This is an optimization exercise on Yosys and OpenROAD, whose aim is small area, not a production implementation.
In this exercise RTL edits were held to simulation tests only and were not proved equivalent to the original.
No activity file was given, so power comes from the tool's default toggle rates.

==> inputs of 03-27 <==
// dual_adc_moving_average_scaler_unit
module dual_adc_moving_average_scaler_unit (
	input  wire logic                   clk,
	input  wire logic                   arst_n,
	input  wire logic                   psel,
	input  wire logic                   penable,
	input  wire logic                   pwrite,
	input  wire logic [PADDR_W-1:0]     paddr,
	input  wire logic [PDATA_W-1:0]     pwdata,
	output logic      [PDATA_W-1:0]     prdata,
	output logic                        pready,
	input  wire logic                   in_valid,
	output logic                        in_ready,
	input  wire logic [SAMPLE_BITS-1:0] battery_sample,
	input  wire logic [SAMPLE_BITS-1:0] thermistor_sample,
	output logic                        out_valid,
	input  wire logic                   out_ready,
	output logic      [OUT_W-1:0]       battery_mv,
	output logic signed [OUT_W-1:0]     temperature_centi_c,
	output logic                        window_full
);
	logic [VREF_W-1:0]      vref;
	logic [RATIO_W-1:0]     ratio;
	logic [DROP_W-1:0]      drop;
	logic [OFFS_W-1:0]      offs;
	logic                   at_slot;
	logic                   head_ok;
	logic [SAMPLE_BITS-1:0] head_b;
	logic [SAMPLE_BITS-1:0] head_t;
	logic                   full;
	logic                   busy;
	logic                   done;
	logic                   accept;
	logic                   out_valid_q;
	logic [OUT_W-1:0]       batt;
	logic [OUT_W-1:0]       temp;
	assign in_ready = ~busy & ~out_valid_q & at_slot;
	assign accept   = in_valid & in_ready;
	damsu_regs u_regs (
		.clk     (clk),
		.arst_n  (arst_n),
		.psel    (psel),
		.penable (penable),
		.pwrite  (pwrite),
		.paddr   (paddr),
		.pwdata  (pwdata),
		.prdata  (prdata),
		.pready  (pready),
		.vref    (vref),
		.ratio   (ratio),
		.drop    (drop),
		.offs    (offs)
	);
	damsu_window u_window (
		.clk               (clk),
		.arst_n            (arst_n),
		.accept            (accept),
		.battery_sample    (battery_sample),
		.thermistor_sample (thermistor_sample),
		.at_slot           (at_slot),
		.head_ok           (head_ok),
		.head_b            (head_b),
		.head_t            (head_t),
		.full              (full)
	);
	damsu_scale u_scale (
		.clk     (clk),
		.arst_n  (arst_n),
		.start   (accept),
		.head_ok (head_ok),
		.head_b  (head_b),
		.head_t  (head_t),
		.vref    (vref),
  ...
==> module damsu_regs, before the edit <==
module damsu_regs (
	input  wire logic                clk,
	input  wire logic                arst_n,
	input  wire logic                psel,
	input  wire logic                penable,
	input  wire logic                pwrite,
	input  wire logic [PADDR_W-1:0]  paddr,
	input  wire logic [PDATA_W-1:0]  pwdata,
	output logic      [PDATA_W-1:0]  prdata,
	output logic                     pready,
	output logic      [VREF_W-1:0]   vref,
	output logic      [RATIO_W-1:0]  ratio,
	output logic      [DROP_W-1:0]   drop,
	output logic      [OFFS_W-1:0]   offs
);
	logic wen;
	assign wen    = psel & penable & pwrite;
	assign pready = 1'b1;
	always_ff @(posedge clk or negedge arst_n) begin
		if (!arst_n) begin
			vref  <= VREF_RST;
			ratio <= RATIO_RST;
			drop  <= DROP_RST;
			offs  <= OFFS_RST;
		end else if (wen) begin
			case (paddr[3:2])
				2'd0: vref  <= pwdata[VREF_W-1:0];
				2'd1: ratio <= pwdata[RATIO_W-1:0];
				2'd2: drop  <= pwdata[DROP_W-1:0];
				default: offs <= pwdata[OFFS_W-1:0];
			endcase
		end
	end
	assign prdata = ({PDATA_W{paddr[3:2] == 2'd0}} & PDATA_W'(vref))
	              | ({PDATA_W{paddr[3:2] == 2'd1}} & PDATA_W'(ratio))
	              | ({PDATA_W{paddr[3:2] == 2'd2}} & PDATA_W'(drop))
	              | ({PDATA_W{paddr[3:2] == 2'd3}} & PDATA_W'(offs));
endmodule
==> module damsu_scale, before the edit <==
module damsu_scale (
	input  wire logic                   clk,
	input  wire logic                   arst_n,
	input  wire logic                   start,
	input  wire logic                   head_ok,
	input  wire logic [SAMPLE_BITS-1:0] head_b,
	input  wire logic [SAMPLE_BITS-1:0] head_t,
	input  wire logic [VREF_W-1:0]      vref,
	input  wire logic [RATIO_W-1:0]     ratio,
	input  wire logic [DROP_W-1:0]      drop,
	input  wire logic [OFFS_W-1:0]      offs,
	output logic                        busy,
	output logic                        done,
	output logic [OUT_W-1:0]            batt,
	output logic [OUT_W-1:0]            temp
);
	localparam int SB0 = 1;     
	localparam int SR0 = 11;    
	localparam int MV0 = 40;    
	localparam int MR0 = 69;    
	localparam int DD0 = 98;    
	localparam int LB0 = 116;   
	localparam int AB  = 133;   
	localparam int ST0 = 134;   
	localparam int SR1 = 144;   
	localparam int MT0 = 173;   
	localparam int DT0 = 190;   
	localparam int LT0 = 208;   
	localparam int AW  = 225;   
	localparam int SO0 = 226;   
	localparam int FIN = 236;   
	logic [3:0]  ph;
	logic [4:0]  cnt;
	logic        act;
	logic [16:0] h;
	logic [28:0] l;
	logic [16:0] bq;
	logic in_sum, sum_first, sum_t, in_shr, in_mv, in_mr, in_dd, in_dt, in_shl;
	logic in_ab, in_aw, in_so, in_fin;
	logic mbit;
	logic lsh;
	logic keep;
	logic [16:0] a;
	logic [16:0] op;
	logic        cin;
	logic [17:0] sum;
	logic        c;
	logic        ge;
	logic [SAMPLE_BITS-1:0] word;
	logic [4:0] len;
	always_comb begin
		in_sum    = (ph == 1) || (ph == 8);
		sum_first = in_sum && cnt == 9;
		sum_t     = ph[3];
		in_shr    = (ph == 2) || (ph == 9);
		in_mv     = (ph == 3) || (ph == 10);
		in_mr     = (ph == 4);
		in_dd     = (ph == 5);
		in_dt     = (ph == 11);
		in_shl    = (ph == 6) || (ph == 12);
		in_ab     = (ph == 7);
		in_aw     = (ph == 13);
		in_so     = (ph == 14);
		in_fin    = (ph == 15);
		case (ph)
			0: len = 9;    
			1: len = 28;   
			2: len = 28;
			3: len = 28;
			4: len = 17;   
			5: len = 16;   
			6: len = 0;    
			7: len = 9;    
			8: len = 28;
			9: len = 16;   
			10: len = 17;  
			11: len = 16;  
			12: len = 0;   
			13: len = 9;   
			default: len = 0;
		endcase
	end
	assign mbit = l[0];
	assign word = sum_t ? head_t : head_b;
	always_comb begin
		lsh  = in_dd | in_dt | in_shl;
		keep = ~lsh & ~(in_sum & sum_first) & ~(in_fin & ~h[16]);
		a = ({17{lsh}} & {h[15:0], l[28]}) | ({17{keep}} & h);
		op = ({17{in_sum & head_ok & ~sum_t}} & {5'd0, head_b})
		   | ({17{in_sum & head_ok & sum_t}}  & {5'd0, head_t})
		   | ({17{in_mv & mbit}}              & {4'd0, vref})
		   | ({17{in_mr & mbit}}              & {1'b0, ratio})
		   | ({17{in_dd}}                     & (17'd40950 ^ {17{~h[16]}}))
		   | ({17{in_dt}}                     & (17'd4095 ^ {17{~h[16]}}))
		   | ({17{in_ab}}                     & {7'd0, drop})
		   | ({17{in_aw}}                     & ~17'd50000)
		   | ({17{in_so}}                     & ~{7'd0, offs})
		   | ({17{in_fin}}                    & 17'd50000);
		cin = ((in_dd | in_dt) & ~h[16]) | ((in_ab | in_aw) & l[28]) | in_so
		    | (in_fin & h[16]);
		c = cin;
		for (int i = 0; i < 17; i++) begin
			sum[i] = a[i] ^ op[i] ^ c;
			c      = (a[i] & op[i]) | (c & (a[i] ^ op[i]));
		end
		sum[17] = c;
		ge  = ~sum[16];
	end
	always_ff @(posedge clk) begin
		if (in_shr || in_mv || in_mr) begin
			h <= sum[17:1];
		end else begin
			h <= sum[16:0];
		end
		if (in_dd || in_dt || in_shl) begin
			l[28:12] <= l[27:11];
			l[11]    <= ge;
		end else begin
			l[28:11] <= {sum[0], l[28:12]};
		end
		l[10:0] <= l[11:1];
		if (in_ab) begin
			bq <= sum[17] ? 17'h1ffff : sum[16:0];
		end
	end
	always_ff @(posedge clk or negedge arst_n) begin
		if (!arst_n) begin
			ph <= '0;
		end else if (start || (ph != 0 && cnt == 0)) begin
			ph <= ph + 4'd1;
		end
	end
	always_ff @(posedge clk) begin
		if (start || cnt == 0) begin
			cnt <= len;
		end else begin
			cnt <= cnt - 5'd1;
		end
	end
	assign done = in_fin;
	assign busy = (ph != 0);
	assign batt = bq;
	assign temp = h;
endmodule
==> flow/config.mk <==
export PLATFORM = sky130hd
export DESIGN_NAME = dual_adc_moving_average_scaler_unit
export DESIGN_NICKNAME = dual_adc_moving_average_scaler_unit
export VERILOG_FILES = /design/flow/design.v
export SDC_FILE = /design/flow/constraint.sdc
export NUM_CORES = 4
export LEC_CHECK = 0
export CAP_MARGIN = 20
export CORE_MARGIN = 2
export CORE_UTILIZATION = 65
export SLEW_MARGIN = 20
==> flow/constraint.sdc <==
create_clock -name core_clock -period 10.0 [get_ports {clk}]
set_input_delay 2.0000 -clock core_clock [delete_from_list [all_inputs] [get_ports {clk}]]
set_output_delay 2.0000 -clock core_clock [all_outputs]
set_load 0.01 [all_outputs]
standard.sh (not shown) runs the stock make flow with config.mk's settings and CLKGATE_MAP_FILE= SYNTH_SCRIPT=/design/flow/synth_recipe.tcl, a recipe that flattens the netlist after the stock synthesis.
==> flow/flow/run.sh <==
#!/bin/bash
# Standard layout, with plain buf_1 port buffers and a clock tree without
# dummy loads. Every tool's output goes to a log file in this folder.
set -euo pipefail
export BUFFER_PORTS_ARGS="-buffer_cell sky130_fd_sc_hd__buf_1"
export CTS_ARGS="-sink_clustering_enable -repair_clock_nets -dont_use_dummy_load -sink_clustering_size 16 -sink_clustering_max_diameter 50 -buf_list sky130_fd_sc_hd__clkbuf_8"
bash standard.sh > standard.log 2>&1
==> 11-02: changes against 03-27 <==
--- a/flow/design.v
+++ b/flow/design.v
@@ -49,10 +49,14 @@
 			endcase
 		end
 	end
-	assign prdata = ({PDATA_W{paddr[3:2] == 2'd0}} & PDATA_W'(vref))
-	              | ({PDATA_W{paddr[3:2] == 2'd1}} & PDATA_W'(ratio))
-	              | ({PDATA_W{paddr[3:2] == 2'd2}} & PDATA_W'(drop))
-	              | ({PDATA_W{paddr[3:2] == 2'd3}} & PDATA_W'(offs));
+	always_comb begin
+		case (paddr[3:2])
+			2'd0: prdata = PDATA_W'(vref);
+			2'd1: prdata = PDATA_W'(ratio);
+			2'd2: prdata = PDATA_W'(drop);
+			default: prdata = PDATA_W'(offs);
+		endcase
+	end
 endmodule
 `default_nettype wire
 `default_nettype none
@@ -132,86 +136,79 @@
 	localparam int AW  = 225;   
 	localparam int SO0 = 226;   
 	localparam int FIN = 236;   
-	logic [3:0]  ph;
-	logic [4:0]  cnt;
-	logic        act;
+	logic [7:0]  t;
 	logic [16:0] h;
 	logic [28:0] l;
 	logic [16:0] bq;
 	logic in_sum, sum_first, sum_t, in_shr, in_mv, in_mr, in_dd, in_dt, in_shl;
 	logic in_ab, in_aw, in_so, in_fin;
 	logic mbit;
-	logic lsh;
-	logic keep;
 	logic [16:0] a;
 	logic [16:0] op;
 	logic        cin;
 	logic [17:0] sum;
-	logic        c;
 	logic        ge;
 	logic [SAMPLE_BITS-1:0] word;
-	logic [4:0] len;
 	always_comb begin
-		in_sum    = (ph == 1) || (ph == 8);
-		sum_first = in_sum && cnt == 9;
-		sum_t     = ph[3];
-		in_shr    = (ph == 2) || (ph == 9);
-		in_mv     = (ph == 3) || (ph == 10);
-		in_mr     = (ph == 4);
-		in_dd     = (ph == 5);
-		in_dt     = (ph == 11);
-		in_shl    = (ph == 6) || (ph == 12);
-		in_ab     = (ph == 7);
-		in_aw     = (ph == 13);
-		in_so     = (ph == 14);
-		in_fin    = (ph == 15);
-		case (ph)
-			0: len = 9;    
-			1: len = 28;   
-			2: len = 28;
-			3: len = 28;
-			4: len = 17;   
-			5: len = 16;   
-			6: len = 0;    
-			7: len = 9;    
-			8: len = 28;
-			9: len = 16;   
-			10: len = 17;  
-			11: len = 16;  
-			12: len = 0;   
-			13: len = 9;   
-			default: len = 0;
-		endcase
+		in_sum    = (t >= SB0 && t < SR0) || (t >= ST0 && t < SR1);
+		sum_first = (t == SB0) || (t == ST0);
+		sum_t     = (t >= ST0);
+		in_shr    = (t >= SR0 && t < MV0) || (t >= SR1 && t < MT0);
+		in_mv     = (t >= MV0 && t < MR0) || (t >= MT0 && t < DT0);
+		in_mr     = (t >= MR0 && t < DD0);
+		in_dd     = (t >= DD0 && t < LB0);
+		in_dt     = (t >= DT0 && t < LT0);
+		in_shl    = (t >= LB0 && t < AB) || (t >= LT0 && t < AW);
+		in_ab     = (t == AB);
+		in_aw     = (t == AW);
+		in_so     = (t >= SO0 && t < FIN);
+		in_fin    = (t == FIN);
 	end
 	assign mbit = l[0];
 	assign word = sum_t ? head_t : head_b;
 	always_comb begin
-		lsh  = in_dd | in_dt | in_shl;
-		keep = ~lsh & ~(in_sum & sum_first) & ~(in_fin & ~h[16]);
-		a = ({17{lsh}} & {h[15:0], l[28]}) | ({17{keep}} & h);
-		op = ({17{in_sum & head_ok & ~sum_t}} & {5'd0, head_b})
-		   | ({17{in_sum & head_ok & sum_t}}  & {5'd0, head_t})
-		   | ({17{in_mv & mbit}}              & {4'd0, vref})
-		   | ({17{in_mr & mbit}}              & {1'b0, ratio})
-		   | ({17{in_dd}}                     & (17'd40950 ^ {17{~h[16]}}))
-		   | ({17{in_dt}}                     & (17'd4095 ^ {17{~h[16]}}))
-		   | ({17{in_ab}}                     & {7'd0, drop})
-		   | ({17{in_aw}}                     & ~17'd50000)
-		   | ({17{in_so}}                     & ~{7'd0, offs})
-		   | ({17{in_fin}}                    & 17'd50000);
-		cin = ((in_dd | in_dt) & ~h[16]) | ((in_ab | in_aw) & l[28]) | in_so
-		    | (in_fin & h[16]);
-		c = cin;
-		for (int i = 0; i < 17; i++) begin
-			sum[i] = a[i] ^ op[i] ^ c;
-			c      = (a[i] & op[i]) | (c & (a[i] ^ op[i]));
+		if (in_dd || in_dt || in_shl) begin
+			a = {h[15:0], l[28]};
+		end else if ((in_sum && sum_first) || (in_fin && !h[16])) begin
+			a = '0;
+		end else begin
+			a = h;
 		end
-		sum[17] = c;
-		ge  = ~sum[16];
+		op  = '0;
+		cin = 1'b0;
+		if (in_sum) begin
+			op = head_ok ? {5'd0, word} : '0;
+		end else if (in_mv) begin
+			op = mbit ? {4'd0, vref} : '0;
+		end else if (in_mr) begin
+			op = mbit ? {1'b0, ratio} : '0;
+		end else if (in_dd) begin
+			op  = ~17'd40950;
+			cin = 1'b1;
+		end else if (in_dt) begin
+			op  = ~17'd4095;
+			cin = 1'b1;
+		end else if (in_ab) begin
+			op  = {7'd0, drop};
+			cin = l[28];
+		end else if (in_aw) begin
+			op  = ~17'd50000;
+			cin = l[28];
+		end else if (in_so) begin
+			op  = ~{7'd0, offs};
+			cin = 1'b1;
+		end else if (in_fin) begin
+			op  = 17'd50000;
+			cin = h[16];
+		end
+		sum = {1'b0, a} + {1'b0, op} + {17'd0, cin};
+		ge  = sum[17];
 	end
 	always_ff @(posedge clk) begin
 		if (in_shr || in_mv || in_mr) begin
 			h <= sum[17:1];
+		end else if (in_shl || ((in_dd || in_dt) && !ge)) begin
+			h <= a;
 		end else begin
 			h <= sum[16:0];
 		end
@@ -228,20 +225,21 @@
 	end
 	always_ff @(posedge clk or negedge arst_n) begin
 		if (!arst_n) begin
-			ph <= '0;
-		end else if (start || (ph != 0 && cnt == 0)) begin
-			ph <= ph + 4'd1;
-		end
-	end
-	always_ff @(posedge clk) begin
-		if (start || cnt == 0) begin
-			cnt <= len;
+			t    <= '0;
+			busy <= 1'b0;
 		end else begin
-			cnt <= cnt - 5'd1;
+			if (start) begin
+				t    <= 8'd1;
+				busy <= 1'b1;
+			end else if (in_fin) begin
+				t    <= '0;
+				busy <= 1'b0;
+			end else if (busy) begin
+				t <= t + 8'd1;
+			end
 		end
 	end
 	assign done = in_fin;
-	assign busy = (ph != 0);
 	assign batt = bq;
 	assign temp = h;
 endmodule
==> flow/run.sh (new file) <==
#!/bin/bash
# synth_recipe.tcl (not shown) runs the flow's synth.tcl, then flattens the netlist and writes it again
# the make line also repeats each setting of config.mk as NAME=value (left out here)
make -C /OpenROAD-flow-scripts/flow DESIGN_CONFIG=/design/flow/config.mk WORK_HOME=/design/flow/orfs CLKGATE_MAP_FILE= SYNTH_SCRIPT=/design/flow/synth_recipe.tcl finish
--- a/flow/config.mk
+++ b/flow/config.mk
@@ -7,5 +7,5 @@
 export LEC_CHECK = 0
 export CAP_MARGIN = 20
 export CORE_MARGIN = 2
-export CORE_UTILIZATION = 65
+export CORE_UTILIZATION = 40
 export SLEW_MARGIN = 20
removed: flow/flow/run.sh
removed: flow/standard.sh
==> summary.txt <==
11-02 ran to the end with no violations. 03-27 produced a clean layout. Against 03-27, the global-route usage of 11-02 is lower by 6.1 points. Critical path depth: 03-27 is higher than 11-02 (23). Of 03-27 and 11-02, 11-02 has the higher clock power (gap about 50%, measured against 11-02). Of 03-27 and 11-02, 03-27 has the higher sequential power (gap about 26%, measured against 11-02). Against 11-02, the die area of 03-27 is smaller by about 40%. Of 11-02 and 03-27, 11-02 has the higher worst hold slack (gap 0.014 ns).
==> figures <==
|  | 11-02 | 03-27 |
|---|---|---|
| Register fraction of the total cell area | 51.9% | 62.3% |
| Synthesized area per cell | 11.4 µm² | 14.5 µm² |
| Worst rel slew slack | 33.3% | 24.0% |
| Library cell used as clock root buffer | clkbuf_16 | clkbuf_8 |
| Nonclk inv count | 26 | 18 |
| Outcome | timing/DRC/antenna clean | timing/DRC/antenna clean |
| Gate Count Post-Synth | 1,119 | 814 |
| Layout multi-input combinational cell count | 670 | 386 |
| Placed instance count | 1,581 | 1,121 |
| Final-layout clock-cell area share | 8.30% | 3.13% |
| Met3 demand-to-capacity share in global routing | 3.67% | 4.04% |
| # diodes | 3 | 0 |
| Drt initial violations | 478 | 285 |

what the ideal ports hide:
In the flow no input, the clock included, has a driving cell. The finished layouts below were timed again as built, in two steps. Step 1: set_driving_cell puts a clkbuf_16 on clk and a buf_2 on each other input, an assumption about the parent block. Step 2, shift: input delay + t, output delay - t, t = (earliest + latest rising clock arrival at the registers) / 2. This alone moves slack from input paths to output paths. a / b / c = ideal / step 1 / step 2; a / b = the first two.
run	t, ns	slack for setup (ns)	clock arrival spread, ns
03-27	0.578	0.626 / 0.626 / 0.626	0.087 / 0.087
11-02	0.566	3.938 / 3.868 / 3.868	0.015 / 0.015
After both steps setup and hold are still met in every run listed. The setup slack of 11-02, which loses most, moves by -0.070 ns with the drivers and by -0.070 ns with both steps.
